What follows belongs to an exercise in optimizing a design on an open flow for small area and a short achievable clock period; a production flow would make more cautious choices. RTL that was checked went through simulation tests only; none was proved equivalent to the original.

==> inputs of job 5667 <==
// vector_sequencer
module vector_sequencer (
  input  logic                                   clk_i,
  input  logic                                   rst_ni,
  input  seq_pkg::seq_req_t                      seq_req_i,
  input  logic                                   seq_req_valid_i,
  output logic                                   seq_req_ready_o,
  output seq_pkg::seq_resp_t                     seq_resp_o,
  output logic                                   seq_resp_valid_o,
  output seq_pkg::pe_req_t                       pe_req_o,
  output logic                                   pe_req_valid_o,
  input  logic                                   pe_req_ready_i,
  input  logic [seq_pkg::NrUnits-1:0][seq_pkg::NrVInsn-1:0] pe_done_i,
  input  logic                                   addrgen_ack_i,
  input  logic                                   addrgen_error_i,
  input  logic [15:0]                            addrgen_error_vl_i,
  input  logic [31:0]                            scalar_resp_i,
  input  logic                                   scalar_resp_valid_i,
  output logic                                   scalar_resp_ready_o,
  output logic                                   seq_idle_o,
  output seq_pkg::vmask_t                        running_o,
  output logic [seq_pkg::NrVInsn-1:0][seq_pkg::NrVInsn-1:0] global_hazard_table_o
);
Settings: LEC_CHECK=0, CAP_MARGIN=20, CORE_MARGIN=2, CORE_UTILIZATION=60, PLACE_DENSITY=0.7, SETUP_SLACK_MARGIN=4.0, SLEW_MARGIN=20, SYNTH_HIERARCHICAL=1; clock period 9.0 ns.
standard.sh (not shown) runs the stock make flow with config.mk's settings and CLKGATE_MAP_FILE= SYNTH_SCRIPT=/design/flow/synth_recipe.tcl, a recipe that flattens the netlist after the stock synthesis.
==> flow/flow/run.sh <==
#!/bin/bash
# Standard ORFS layout, with plain buffers on the ports instead of the
# delay buffers buffer_ports picks by default, and a clock tree without
# dummy loads.
set -euo pipefail
export BUFFER_PORTS_ARGS="-buffer_cell sky130_fd_sc_hd__buf_1"
export CTS_ARGS="-sink_clustering_enable -repair_clock_nets -dont_use_dummy_load -buf_list sky130_fd_sc_hd__clkbuf_8 -sink_clustering_size 20 -sink_clustering_max_diameter 50"
export SETUP_MOVE_SEQUENCE="unbuffer,sizeup,swap,clone,split"
bash standard.sh finish > flow_standard.log 2>&1
==> job 4271 (differences from job 5667) <==
--- a/flow/design.v
+++ b/flow/design.v
@@ -122,37 +122,40 @@
   output logic       nmatch_o
 );
   logic lo_zero, hi_zero;
   seq_g_nor3  u_lo (.a(vd_i[0]), .b(vd_i[1]), .c(vd_i[2]), .y(lo_zero));
   seq_g_nor3  u_hi (.a(vd_i[3]), .b(vd_i[4]), .c(live_n_i), .y(hi_zero));
   seq_g_nand2 u_m  (.a(lo_zero), .b(hi_zero), .y(nmatch_o));
 endmodule
-module seq_vd_grp (
+module seq_vd_hit (
   input  logic [24:0] nmatch_i,
-  output logic [7:0]  grp_o
+  output logic        hit_o
 );
-  seq_g_nand4 u_g0 (.a(nmatch_i[0]), .b(nmatch_i[1]), .c(nmatch_i[2]), .d(nmatch_i[3]), .y(grp_o[0]));
+  logic [7:0] grp;
+  logic [3:0] pair_n;
+  seq_g_nand4 u_g0 (.a(nmatch_i[0]), .b(nmatch_i[1]), .c(nmatch_i[2]), .d(nmatch_i[3]), .y(grp[0]));
   for (genvar g = 1; g < 8; g++) begin : gen_grp
-    seq_g_nand3 u_g (.a(nmatch_i[3*g+1]), .b(nmatch_i[3*g+2]), .c(nmatch_i[3*g+3]), .y(grp_o[g]));
+    seq_g_nand3 u_g (.a(nmatch_i[3*g+1]), .b(nmatch_i[3*g+2]), .c(nmatch_i[3*g+3]), .y(grp[g]));
   end
+  for (genvar p = 0; p < 4; p++) begin : gen_pair
+    seq_g_nor2 u_p (.a(grp[2*p]), .b(grp[2*p+1]), .y(pair_n[p]));
+  end
+  seq_g_nand4 u_hit (.a(pair_n[0]), .b(pair_n[1]), .c(pair_n[2]), .d(pair_n[3]), .y(hit_o));
 endmodule
 module seq_ready (
-  input  logic [7:0] grp_i,
-  input  logic       take_n_i,
-  input  logic       other_take_n_i,
-  output logic       ready_o
+  input  logic take_i,
+  input  logic no_src_i,
+  input  logic hit_i,
+  input  logic other_n_i,
+  output logic ready_o
 );
-  logic [3:0] quiet;
-  logic       take_clear_n;
-  seq_g_nor2  u_q0 (.a(grp_i[0]), .b(grp_i[1]), .y(quiet[0]));
-  seq_g_nor2  u_q1 (.a(grp_i[2]), .b(grp_i[3]), .y(quiet[1]));
-  seq_g_nor2  u_q2 (.a(grp_i[4]), .b(grp_i[5]), .y(quiet[2]));
-  seq_g_nor3  u_q3 (.a(grp_i[6]), .b(grp_i[7]), .c(take_n_i), .y(quiet[3]));
-  seq_g_nand4 u_tc (.a(quiet[0]), .b(quiet[1]), .c(quiet[2]), .d(quiet[3]), .y(take_clear_n));
-  seq_g_nand2 u_out (.a(take_clear_n), .b(other_take_n_i), .y(ready_o));
+  logic free, take_n;
+  seq_g_nand2 u_free (.a(no_src_i), .b(hit_i), .y(free));
+  seq_g_nand2 u_take (.a(take_i), .b(free), .y(take_n));
+  seq_g_nand2 u_out  (.a(take_n), .b(other_n_i), .y(ready_o));
 endmodule
 module seq_take (
   input  logic [3:0] op_i,
   input  logic       valid_i,
   input  logic       pe_ready_i,
   input  logic       pe_valid_i,
   input  logic       idle_i,
@@ -169,51 +172,14 @@
       4'd7, 4'd8:             room_ok = room_slide_i;
       4'd5, 4'd6, 4'd9:       room_ok = 1'b0;
       default:                room_ok = room_alu_i;
     endcase
   end
   assign take_o = room_ok & valid_i & idle_i & ~vid_full_i & (pe_ready_i | ~pe_valid_i);
 endmodule
-module seq_cand (
-  input  logic [3:0] op_i,
-  input  logic       valid_i,
-  input  logic       pe_ready_i,
-  input  logic       pe_valid_i,
-  input  logic       idle_i,
-  input  logic       vid_full_i,
-  input  logic [4:0] room_i,
-  output logic       cand_o
-);
-  logic room_ok;
-  always_comb begin
-    case (op_i)
-      4'd3, 4'd4:       room_ok = room_i[1];
-      4'd5:             room_ok = room_i[2];
-      4'd6:             room_ok = room_i[3];
-      4'd7, 4'd8, 4'd9: room_ok = room_i[4];
-      default:          room_ok = room_i[0];
-    endcase
-  end
-  assign cand_o = room_ok & valid_i & idle_i & ~vid_full_i & (pe_ready_i | ~pe_valid_i);
-endmodule
-module seq_issue (
-  input  logic [7:0] grp_i,
-  input  logic       cand_n_i,
-  input  logic       cand_free_n_i,
-  output logic       issue_o
-);
-  logic [3:0] quiet;
-  logic       cand_clear_n;
-  seq_g_nor2  u_q0 (.a(grp_i[0]), .b(grp_i[1]), .y(quiet[0]));
-  seq_g_nor2  u_q1 (.a(grp_i[2]), .b(grp_i[3]), .y(quiet[1]));
-  seq_g_nor2  u_q2 (.a(grp_i[4]), .b(grp_i[5]), .y(quiet[2]));
-  seq_g_nor3  u_q3 (.a(grp_i[6]), .b(grp_i[7]), .c(cand_n_i), .y(quiet[3]));
-  seq_g_nand4 u_cc (.a(quiet[0]), .b(quiet[1]), .c(quiet[2]), .d(quiet[3]), .y(cand_clear_n));
-  seq_g_nand2 u_out (.a(cand_clear_n), .b(cand_free_n_i), .y(issue_o));
-endmodule
 `timescale 1ns/1ps
 import seq_pkg::*;
 module vector_sequencer (
   input  logic                                   clk_i,
   input  logic                                   rst_ni,
   input  seq_pkg::seq_req_t                      seq_req_i,
   input  logic                                   seq_req_valid_i,
@@ -281,42 +247,33 @@
         nv_oh[i] = 1'b1;
         next_vid = i[2:0];
       end
     end
   end
   assign vid_full = &running_q;
   assign issue_oh = issue ? nv_oh : 8'h00;
-  logic [7:0] running_d;
-  logic       idle_q;
-  assign running_d = (running_q & ~done_any) | issue_oh;
   always_ff @(posedge clk_i or negedge rst_ni) begin
-    if (!rst_ni) begin
-      running_q <= '0;
-      idle_q    <= 1'b1;
-    end else begin
-      running_q <= running_d;
-      idle_q    <= ~|running_d;
-    end
+    if (!rst_ni) running_q <= '0;
+    else         running_q <= (running_q & ~done_any) | issue_oh;
   end
   assign running_o  = running_q;
-  assign seq_idle_o = idle_q;
+  assign seq_idle_o = ~|running_q;
   logic [7:0][4:0] rvd_q, rs1_q, rs2_q;
   logic [7:0]      wf_q, f1_q, f2_q, fm_q;
   logic [7:0]      haz_waw, haz_war, haz_r1, haz_r2, haz_rm;
   logic [7:0]      clr_w, clr_1, clr_2, clr_m;
   logic [7:0] nm_w, nm_1, nm_2;
-  logic       nm_z;
-  logic [7:0] vd_grp;
+  logic       nm_z, vd_hit;
   for (genvar j = 0; j < 8; j++) begin : gen_vd_cmp
     seq_vd_nmatch u_w (.reg_i(rvd_q[j]), .vd_i(vd), .live_n_i(~(running_q[j] & wf_q[j])), .nmatch_o(nm_w[j]));
     seq_vd_nmatch u_1 (.reg_i(rs1_q[j]), .vd_i(vd), .live_n_i(~(running_q[j] & f1_q[j])), .nmatch_o(nm_1[j]));
     seq_vd_nmatch u_2 (.reg_i(rs2_q[j]), .vd_i(vd), .live_n_i(~(running_q[j] & f2_q[j])), .nmatch_o(nm_2[j]));
   end
   seq_vd_nzero u_z (.vd_i(vd), .live_n_i(~|(running_q & fm_q)), .nmatch_o(nm_z));
-  seq_vd_grp u_grp (.nmatch_i({nm_z, nm_2, nm_1, nm_w}), .grp_o(vd_grp));
+  seq_vd_hit u_hit (.nmatch_i({nm_z, nm_2, nm_1, nm_w}), .hit_o(vd_hit));
   always_comb begin
     for (int j = 0; j < 8; j++) begin
       haz_waw[j] = ~nm_w[j];
       haz_war[j] = ~nm_1[j] | ~nm_2[j] | (running_q[j] & fm_q[j] & (vd == 5'd0));
       haz_r1[j]  = running_q[j] & wf_q[j] & (rvd_q[j] == vs1);
       haz_r2[j]  = running_q[j] & wf_q[j] & (rvd_q[j] == vs2);
       haz_rm[j]  = running_q[j] & wf_q[j] & (rvd_q[j] == 5'd0);
@@ -389,60 +346,46 @@
       occ1_q <= up[1] ? (down[1] ? occ1_q : {occ1_q[2:0], 1'b1}) : (down[1] ? {1'b0, occ1_q[3:1]} : occ1_q);
       occ2_q <= up[2] ? (down[2] ? occ2_q : {occ2_q[0], 1'b1})   : (down[2] ? {1'b0, occ2_q[1]}   : occ2_q);
       occ3_q <= up[3] ? (down[3] ? occ3_q : {occ3_q[0], 1'b1})   : (down[3] ? {1'b0, occ3_q[1]}   : occ3_q);
       occ4_q <= up[4] ? (down[4] ? occ4_q : {occ4_q[0], 1'b1})   : (down[4] ? {1'b0, occ4_q[1]}   : occ4_q);
     end
   end
   assign room = {~occ4_q[1], ~occ3_q[1], ~occ2_q[1], ~occ1_q[3], ~occ0_q[3]};
-  logic wait_mem_q, wait_scal_q, idle_st, stalled, no_vec_src;
+  logic wait_mem_q, wait_scal_q, idle_st, stalled, no_vec_src, blocked;
   logic is_mem, is_scal, pe_valid_q;
   assign idle_st    = ~wait_mem_q & ~wait_scal_q;
   logic mem_done, scal_done;
   assign mem_done  = wait_mem_q & addrgen_ack_i;
   assign scal_done = wait_scal_q & scalar_resp_valid_i;
   assign stalled    = pe_valid_q & ~pe_req_ready_i;
   assign no_vec_src = ~rd1 & ~rd2 & ~rdm;
+  assign blocked    = no_vec_src & use_vd & vd_hit;
   assign is_mem     = (op == 4'd5) | (op == 4'd6);
   assign is_scal    = (op == 4'd9);
-  logic cand;
-  seq_cand u_cand (
-    .op_i       (op),
-    .valid_i    (seq_req_valid_i),
-    .pe_ready_i (pe_req_ready_i),
-    .pe_valid_i (pe_valid_q),
-    .idle_i     (idle_st),
-    .vid_full_i (vid_full),
-    .room_i     (room),
-    .cand_o     (cand)
-  );
-  seq_issue u_issue (
-    .grp_i         (vd_grp),
-    .cand_n_i      (~cand),
-    .cand_free_n_i (~(cand & ~(no_vec_src & use_vd))),
-    .issue_o       (issue)
-  );
+  assign issue = idle_st & seq_req_valid_i & ~stalled & ~vid_full &
+                 room[unit] & ~blocked;
   logic take;
   seq_take u_take (
     .op_i         (op),
     .valid_i      (seq_req_valid_i),
     .pe_ready_i   (pe_req_ready_i),
     .pe_valid_i   (pe_valid_q),
     .idle_i       (idle_st),
     .vid_full_i   (vid_full),
     .room_alu_i   (room[0]),
     .room_mfpu_i  (room[1]),
     .room_slide_i (room[4]),
     .take_o       (take)
   );
   seq_ready u_ready (
-    .grp_i          (vd_grp),
-    .take_n_i       (~take),
-    .other_take_n_i (~((idle_st & ~seq_req_valid_i & ~stalled) | mem_done | scal_done |
-                       (take & ~(no_vec_src & use_vd)))),
-    .ready_o        (seq_req_ready_o)
+    .take_i    (take),
+    .no_src_i  (no_vec_src & use_vd),
+    .hit_i     (vd_hit),
+    .other_n_i (~((idle_st & ~seq_req_valid_i & ~stalled) | mem_done | scal_done)),
+    .ready_o   (seq_req_ready_o)
   );
   assign seq_resp_valid_o    = mem_done | scal_done;
   assign scalar_resp_ready_o = scal_done;
   assign seq_resp_o.resp     = wait_scal_q ? scalar_resp_i : 32'd0;
   assign seq_resp_o.error    = wait_mem_q & addrgen_error_i;
   assign seq_resp_o.error_vl = wait_mem_q ? addrgen_error_vl_i : 16'd0;
   always_ff @(posedge clk_i or negedge rst_ni) begin
==> flow/flow/run.sh (replaced) <==
#!/bin/bash
# Standard ORFS layout, with plain buffers on the ports instead of the
# delay buffers buffer_ports picks by default, and a clock tree without
# dummy loads.
set -euo pipefail
export BUFFER_PORTS_ARGS="-buffer_cell sky130_fd_sc_hd__buf_1"
export CTS_ARGS="-sink_clustering_enable -repair_clock_nets -dont_use_dummy_load -buf_list sky130_fd_sc_hd__clkbuf_8 -sink_clustering_size 20 -sink_clustering_max_diameter 50"
bash standard.sh finish > flow_standard.log 2>&1
Settings changed: SETUP_SLACK_MARGIN 4.0 to 4.5.
==> qor summary <==
Result of the run: job 4271 no timing/DRC/antenna violations; job 5667 no timing/DRC/antenna violations
Syn Std Cell Area: job 4271 16,900 um^2; job 5667 17,200 um^2
Area used by sequential logic in the layout: job 4271 8690 um^2; job 5667 8720 um^2
Max rail drop VDD: job 4271 156 uV; job 5667 142 uV
Die H: job 4271 172 um; job 5667 173 um
Worst flop-to-flop path endpoint: job 4271 global_hazard_table_o[7]$_DFF_PN0_; job 5667 f1_q[7]$_SDFFCE_PP0P_
Wirelength, routed: job 4271 51,300 um; job 5667 56,900 um
Die Width: job 4271 172 um; job 5667 173 um
Maximum net fanout on the critical path: job 4271 6; job 5667 5
Crit path arrival time: job 4271 3.38 ns; job 5667 3.30 ns
Via count: job 4271 13,600; job 5667 14,100
Global-route wire length before repair: job 4271 76,000 um; job 5667 85,200 um
Reg2reg setup slack: job 4271 4.93 ns; job 5667 4.64 ns
Total cell area at the placement stage: job 4271 18,400 um^2; job 5667 18,800 um^2
Multiplexer share of the synthesized area: job 4271 0.126%; job 5667 0.189%
No functional check of the RTL was part of job 5667.

========
==> inputs of wip/lagoon <==
Starting RTL as in the previous note.
export LEC_CHECK = 0
export CAP_MARGIN = 20
export CORE_MARGIN = 2
export CORE_UTILIZATION = 60
export PLACE_DENSITY = 0.7
export SETUP_SLACK_MARGIN = 4.5
export SLEW_MARGIN = 20
export SYNTH_HIERARCHICAL = 1
create_clock -name core_clock -period 9.0 [get_ports {clk_i}]
==> flow/flow/run.sh <==
#!/bin/bash
# Standard ORFS layout, with plain buffers on the ports instead of the
# delay buffers buffer_ports picks by default, and a clock tree without
# dummy loads.
set -euo pipefail
export BUFFER_PORTS_ARGS="-buffer_cell sky130_fd_sc_hd__buf_1"
export CTS_ARGS="-sink_clustering_enable -repair_clock_nets -dont_use_dummy_load -buf_list sky130_fd_sc_hd__clkbuf_8 -sink_clustering_size 20 -sink_clustering_max_diameter 50"
export SETUP_MOVE_SEQUENCE="unbuffer,sizeup,swap,clone,split"
bash standard.sh finish > flow_standard.log 2>&1
==> inputs of wip/juniper, as changes to wip/lagoon <==
--- a/flow/design.v
+++ b/flow/design.v
@@ -171,47 +171,10 @@
       default:                room_ok = room_alu_i;
     endcase
   end
   assign take_o = room_ok & valid_i & idle_i & ~vid_full_i & (pe_ready_i | ~pe_valid_i);
 endmodule
-module seq_cand (
-  input  logic [3:0] op_i,
-  input  logic       valid_i,
-  input  logic       pe_ready_i,
-  input  logic       pe_valid_i,
-  input  logic       idle_i,
-  input  logic       vid_full_i,
-  input  logic [4:0] room_i,
-  output logic       cand_o
-);
-  logic room_ok;
-  always_comb begin
-    case (op_i)
-      4'd3, 4'd4:       room_ok = room_i[1];
-      4'd5:             room_ok = room_i[2];
-      4'd6:             room_ok = room_i[3];
-      4'd7, 4'd8, 4'd9: room_ok = room_i[4];
-      default:          room_ok = room_i[0];
-    endcase
-  end
-  assign cand_o = room_ok & valid_i & idle_i & ~vid_full_i & (pe_ready_i | ~pe_valid_i);
-endmodule
-module seq_issue (
-  input  logic [7:0] grp_i,
-  input  logic       cand_n_i,
-  input  logic       cand_free_n_i,
-  output logic       issue_o
-);
-  logic [3:0] quiet;
-  logic       cand_clear_n;
-  seq_g_nor2  u_q0 (.a(grp_i[0]), .b(grp_i[1]), .y(quiet[0]));
-  seq_g_nor2  u_q1 (.a(grp_i[2]), .b(grp_i[3]), .y(quiet[1]));
-  seq_g_nor2  u_q2 (.a(grp_i[4]), .b(grp_i[5]), .y(quiet[2]));
-  seq_g_nor3  u_q3 (.a(grp_i[6]), .b(grp_i[7]), .c(cand_n_i), .y(quiet[3]));
-  seq_g_nand4 u_cc (.a(quiet[0]), .b(quiet[1]), .c(quiet[2]), .d(quiet[3]), .y(cand_clear_n));
-  seq_g_nand2 u_out (.a(cand_clear_n), .b(cand_free_n_i), .y(issue_o));
-endmodule
 `timescale 1ns/1ps
 import seq_pkg::*;
 module vector_sequencer (
   input  logic                                   clk_i,
   input  logic                                   rst_ni,
@@ -283,38 +246,31 @@
       end
     end
   end
   assign vid_full = &running_q;
   assign issue_oh = issue ? nv_oh : 8'h00;
-  logic [7:0] running_d;
-  logic       idle_q;
-  assign running_d = (running_q & ~done_any) | issue_oh;
   always_ff @(posedge clk_i or negedge rst_ni) begin
-    if (!rst_ni) begin
-      running_q <= '0;
-      idle_q    <= 1'b1;
-    end else begin
-      running_q <= running_d;
-      idle_q    <= ~|running_d;
-    end
+    if (!rst_ni) running_q <= '0;
+    else         running_q <= (running_q & ~done_any) | issue_oh;
   end
   assign running_o  = running_q;
-  assign seq_idle_o = idle_q;
+  assign seq_idle_o = ~|running_q;
   logic [7:0][4:0] rvd_q, rs1_q, rs2_q;
   logic [7:0]      wf_q, f1_q, f2_q, fm_q;
   logic [7:0]      haz_waw, haz_war, haz_r1, haz_r2, haz_rm;
   logic [7:0]      clr_w, clr_1, clr_2, clr_m;
   logic [7:0] nm_w, nm_1, nm_2;
-  logic       nm_z;
+  logic       nm_z, vd_hit;
   logic [7:0] vd_grp;
   for (genvar j = 0; j < 8; j++) begin : gen_vd_cmp
     seq_vd_nmatch u_w (.reg_i(rvd_q[j]), .vd_i(vd), .live_n_i(~(running_q[j] & wf_q[j])), .nmatch_o(nm_w[j]));
     seq_vd_nmatch u_1 (.reg_i(rs1_q[j]), .vd_i(vd), .live_n_i(~(running_q[j] & f1_q[j])), .nmatch_o(nm_1[j]));
     seq_vd_nmatch u_2 (.reg_i(rs2_q[j]), .vd_i(vd), .live_n_i(~(running_q[j] & f2_q[j])), .nmatch_o(nm_2[j]));
   end
   seq_vd_nzero u_z (.vd_i(vd), .live_n_i(~|(running_q & fm_q)), .nmatch_o(nm_z));
   seq_vd_grp u_grp (.nmatch_i({nm_z, nm_2, nm_1, nm_w}), .grp_o(vd_grp));
+  assign vd_hit = |vd_grp;
   always_comb begin
     for (int j = 0; j < 8; j++) begin
       haz_waw[j] = ~nm_w[j];
       haz_war[j] = ~nm_1[j] | ~nm_2[j] | (running_q[j] & fm_q[j] & (vd == 5'd0));
       haz_r1[j]  = running_q[j] & wf_q[j] & (rvd_q[j] == vs1);
@@ -391,37 +347,23 @@
       occ3_q <= up[3] ? (down[3] ? occ3_q : {occ3_q[0], 1'b1})   : (down[3] ? {1'b0, occ3_q[1]}   : occ3_q);
       occ4_q <= up[4] ? (down[4] ? occ4_q : {occ4_q[0], 1'b1})   : (down[4] ? {1'b0, occ4_q[1]}   : occ4_q);
     end
   end
   assign room = {~occ4_q[1], ~occ3_q[1], ~occ2_q[1], ~occ1_q[3], ~occ0_q[3]};
-  logic wait_mem_q, wait_scal_q, idle_st, stalled, no_vec_src;
+  logic wait_mem_q, wait_scal_q, idle_st, stalled, no_vec_src, blocked;
   logic is_mem, is_scal, pe_valid_q;
   assign idle_st    = ~wait_mem_q & ~wait_scal_q;
   logic mem_done, scal_done;
   assign mem_done  = wait_mem_q & addrgen_ack_i;
   assign scal_done = wait_scal_q & scalar_resp_valid_i;
   assign stalled    = pe_valid_q & ~pe_req_ready_i;
   assign no_vec_src = ~rd1 & ~rd2 & ~rdm;
+  assign blocked    = no_vec_src & use_vd & vd_hit;
   assign is_mem     = (op == 4'd5) | (op == 4'd6);
   assign is_scal    = (op == 4'd9);
-  logic cand;
-  seq_cand u_cand (
-    .op_i       (op),
-    .valid_i    (seq_req_valid_i),
-    .pe_ready_i (pe_req_ready_i),
-    .pe_valid_i (pe_valid_q),
-    .idle_i     (idle_st),
-    .vid_full_i (vid_full),
-    .room_i     (room),
-    .cand_o     (cand)
-  );
-  seq_issue u_issue (
-    .grp_i         (vd_grp),
-    .cand_n_i      (~cand),
-    .cand_free_n_i (~(cand & ~(no_vec_src & use_vd))),
-    .issue_o       (issue)
-  );
+  assign issue = idle_st & seq_req_valid_i & ~stalled & ~vid_full &
+                 room[unit] & ~blocked;
   logic take;
   seq_take u_take (
     .op_i         (op),
     .valid_i      (seq_req_valid_i),
     .pe_ready_i   (pe_req_ready_i),
==> flow/flow/run.sh (replaced) <==
#!/bin/bash
# Standard ORFS layout, with plain buffers on the ports instead of the
# delay buffers buffer_ports picks by default, and a clock tree without
# dummy loads.
set -euo pipefail
export BUFFER_PORTS_ARGS="-buffer_cell sky130_fd_sc_hd__buf_1"
export CTS_ARGS="-sink_clustering_enable -repair_clock_nets -dont_use_dummy_load -buf_list sky130_fd_sc_hd__clkbuf_8 -sink_clustering_size 20 -sink_clustering_max_diameter 50"

bash standard.sh finish > flow_standard.log 2>&1
SETUP_SLACK_MARGIN = 4.2   (was 4.5)
==> inputs of wip/garnet, as changes to wip/lagoon <==
--- a/flow/design.v
+++ b/flow/design.v
@@ -171,47 +171,10 @@
       default:                room_ok = room_alu_i;
     endcase
   end
   assign take_o = room_ok & valid_i & idle_i & ~vid_full_i & (pe_ready_i | ~pe_valid_i);
 endmodule
-module seq_cand (
-  input  logic [3:0] op_i,
-  input  logic       valid_i,
-  input  logic       pe_ready_i,
-  input  logic       pe_valid_i,
-  input  logic       idle_i,
-  input  logic       vid_full_i,
-  input  logic [4:0] room_i,
-  output logic       cand_o
-);
-  logic room_ok;
-  always_comb begin
-    case (op_i)
-      4'd3, 4'd4:       room_ok = room_i[1];
-      4'd5:             room_ok = room_i[2];
-      4'd6:             room_ok = room_i[3];
-      4'd7, 4'd8, 4'd9: room_ok = room_i[4];
-      default:          room_ok = room_i[0];
-    endcase
-  end
-  assign cand_o = room_ok & valid_i & idle_i & ~vid_full_i & (pe_ready_i | ~pe_valid_i);
-endmodule
-module seq_issue (
-  input  logic [7:0] grp_i,
-  input  logic       cand_n_i,
-  input  logic       cand_free_n_i,
-  output logic       issue_o
-);
-  logic [3:0] quiet;
-  logic       cand_clear_n;
-  seq_g_nor2  u_q0 (.a(grp_i[0]), .b(grp_i[1]), .y(quiet[0]));
-  seq_g_nor2  u_q1 (.a(grp_i[2]), .b(grp_i[3]), .y(quiet[1]));
-  seq_g_nor2  u_q2 (.a(grp_i[4]), .b(grp_i[5]), .y(quiet[2]));
-  seq_g_nor3  u_q3 (.a(grp_i[6]), .b(grp_i[7]), .c(cand_n_i), .y(quiet[3]));
-  seq_g_nand4 u_cc (.a(quiet[0]), .b(quiet[1]), .c(quiet[2]), .d(quiet[3]), .y(cand_clear_n));
-  seq_g_nand2 u_out (.a(cand_clear_n), .b(cand_free_n_i), .y(issue_o));
-endmodule
 `timescale 1ns/1ps
 import seq_pkg::*;
 module vector_sequencer (
   input  logic                                   clk_i,
   input  logic                                   rst_ni,
@@ -283,38 +246,31 @@
       end
     end
   end
   assign vid_full = &running_q;
   assign issue_oh = issue ? nv_oh : 8'h00;
-  logic [7:0] running_d;
-  logic       idle_q;
-  assign running_d = (running_q & ~done_any) | issue_oh;
   always_ff @(posedge clk_i or negedge rst_ni) begin
-    if (!rst_ni) begin
-      running_q <= '0;
-      idle_q    <= 1'b1;
-    end else begin
-      running_q <= running_d;
-      idle_q    <= ~|running_d;
-    end
+    if (!rst_ni) running_q <= '0;
+    else         running_q <= (running_q & ~done_any) | issue_oh;
   end
   assign running_o  = running_q;
-  assign seq_idle_o = idle_q;
+  assign seq_idle_o = ~|running_q;
   logic [7:0][4:0] rvd_q, rs1_q, rs2_q;
   logic [7:0]      wf_q, f1_q, f2_q, fm_q;
   logic [7:0]      haz_waw, haz_war, haz_r1, haz_r2, haz_rm;
   logic [7:0]      clr_w, clr_1, clr_2, clr_m;
   logic [7:0] nm_w, nm_1, nm_2;
-  logic       nm_z;
+  logic       nm_z, vd_hit;
   logic [7:0] vd_grp;
   for (genvar j = 0; j < 8; j++) begin : gen_vd_cmp
     seq_vd_nmatch u_w (.reg_i(rvd_q[j]), .vd_i(vd), .live_n_i(~(running_q[j] & wf_q[j])), .nmatch_o(nm_w[j]));
     seq_vd_nmatch u_1 (.reg_i(rs1_q[j]), .vd_i(vd), .live_n_i(~(running_q[j] & f1_q[j])), .nmatch_o(nm_1[j]));
     seq_vd_nmatch u_2 (.reg_i(rs2_q[j]), .vd_i(vd), .live_n_i(~(running_q[j] & f2_q[j])), .nmatch_o(nm_2[j]));
   end
   seq_vd_nzero u_z (.vd_i(vd), .live_n_i(~|(running_q & fm_q)), .nmatch_o(nm_z));
   seq_vd_grp u_grp (.nmatch_i({nm_z, nm_2, nm_1, nm_w}), .grp_o(vd_grp));
+  assign vd_hit = |vd_grp;
   always_comb begin
     for (int j = 0; j < 8; j++) begin
       haz_waw[j] = ~nm_w[j];
       haz_war[j] = ~nm_1[j] | ~nm_2[j] | (running_q[j] & fm_q[j] & (vd == 5'd0));
       haz_r1[j]  = running_q[j] & wf_q[j] & (rvd_q[j] == vs1);
@@ -391,37 +347,23 @@
       occ3_q <= up[3] ? (down[3] ? occ3_q : {occ3_q[0], 1'b1})   : (down[3] ? {1'b0, occ3_q[1]}   : occ3_q);
       occ4_q <= up[4] ? (down[4] ? occ4_q : {occ4_q[0], 1'b1})   : (down[4] ? {1'b0, occ4_q[1]}   : occ4_q);
     end
   end
   assign room = {~occ4_q[1], ~occ3_q[1], ~occ2_q[1], ~occ1_q[3], ~occ0_q[3]};
-  logic wait_mem_q, wait_scal_q, idle_st, stalled, no_vec_src;
+  logic wait_mem_q, wait_scal_q, idle_st, stalled, no_vec_src, blocked;
   logic is_mem, is_scal, pe_valid_q;
   assign idle_st    = ~wait_mem_q & ~wait_scal_q;
   logic mem_done, scal_done;
   assign mem_done  = wait_mem_q & addrgen_ack_i;
   assign scal_done = wait_scal_q & scalar_resp_valid_i;
   assign stalled    = pe_valid_q & ~pe_req_ready_i;
   assign no_vec_src = ~rd1 & ~rd2 & ~rdm;
+  assign blocked    = no_vec_src & use_vd & vd_hit;
   assign is_mem     = (op == 4'd5) | (op == 4'd6);
   assign is_scal    = (op == 4'd9);
-  logic cand;
-  seq_cand u_cand (
-    .op_i       (op),
-    .valid_i    (seq_req_valid_i),
-    .pe_ready_i (pe_req_ready_i),
-    .pe_valid_i (pe_valid_q),
-    .idle_i     (idle_st),
-    .vid_full_i (vid_full),
-    .room_i     (room),
-    .cand_o     (cand)
-  );
-  seq_issue u_issue (
-    .grp_i         (vd_grp),
-    .cand_n_i      (~cand),
-    .cand_free_n_i (~(cand & ~(no_vec_src & use_vd))),
-    .issue_o       (issue)
-  );
+  assign issue = idle_st & seq_req_valid_i & ~stalled & ~vid_full &
+                 room[unit] & ~blocked;
   logic take;
   seq_take u_take (
     .op_i         (op),
     .valid_i      (seq_req_valid_i),
     .pe_ready_i   (pe_req_ready_i),
SETUP_SLACK_MARGIN = 4.3   (was 4.5)
==> impl_metrics.toml <==
[cells_and_area]
multi_input_area_um2 = 8430

[global_route]
use_met3_pct = 6.73
grtUsageMet2_pct = 60.8

[synth]
synthMuxAreaShare_pct = 2.15

[power_and_ir_drop]
clkPwrFrac_pct = 27.0

[floorplan]
die_area_um2 = 29600

[timing]
finalCriticalPeriod_ns = 5.08

[route]
first_pass_iters = 6

[status]
outcome = "finished clean"
# the run above: wip/juniper

==> impl_metrics.toml <==
[power_and_ir_drop]
clkPwrFrac_pct = 26.6

[cells_and_area]
multi_input_area_um2 = 8270

[timing]
finalCriticalPeriod_ns = 5.00

[synth]
synthMuxAreaShare_pct = 2.15

[global_route]
grtUsageMet2_pct = 58.0

[placed_design]
dpl.hpwl_mm = 32.6

[status]
outcome = "finished clean"
# the run above: wip/garnet

==> impl_metrics.toml <==
[global_route]
grtUsageMet2_pct = 61.1
use_met3_pct = 6.64

[status]
outcome = "finished clean"

[timing]
finalCriticalPeriod_ns = 4.99
# the run above: wip/lagoon

No functional check of the RTL was part of wip/lagoon.

[re-timing with driven ports]
In the flow no input, the clock included, has a driving cell. The finished layouts below were timed again as built, in two steps.
Step 1: set_driving_cell puts a clkbuf_16 on clk_i and a buf_2 on each other input, an assumption about the parent block.
Step 2, shift: input delay + t, output delay - t, t = (earliest + latest rising clock arrival at the registers) / 2. This alone moves slack from input paths to output paths.
Three values: ideal ports, drivers, drivers and shift; two values: the first two.
run	t (ns)	slack for setup (ns)	clock arrival spread, ns	worst data-port slew with drivers (ns)
job 5667	0.585	3.901 / 3.826 / 3.826	0.058 / 0.058	0.16
job 4271	0.594	3.823 / 3.781 / 3.602	0.085 / 0.084	0.06
wip/lagoon	0.587	4.006 / 3.955 / 3.955	0.056 / 0.056	0.11
wip/juniper	0.600	3.921 / 3.879 / 3.531	0.072 / 0.072	0.10
wip/garnet	0.563	3.997 / 3.942 / 3.791	0.086 / 0.086	0.11
After both steps every run listed still meets setup and hold. The setup slack of wip/juniper, which loses most, moves by -0.042 ns with the drivers and by -0.390 ns with both steps.
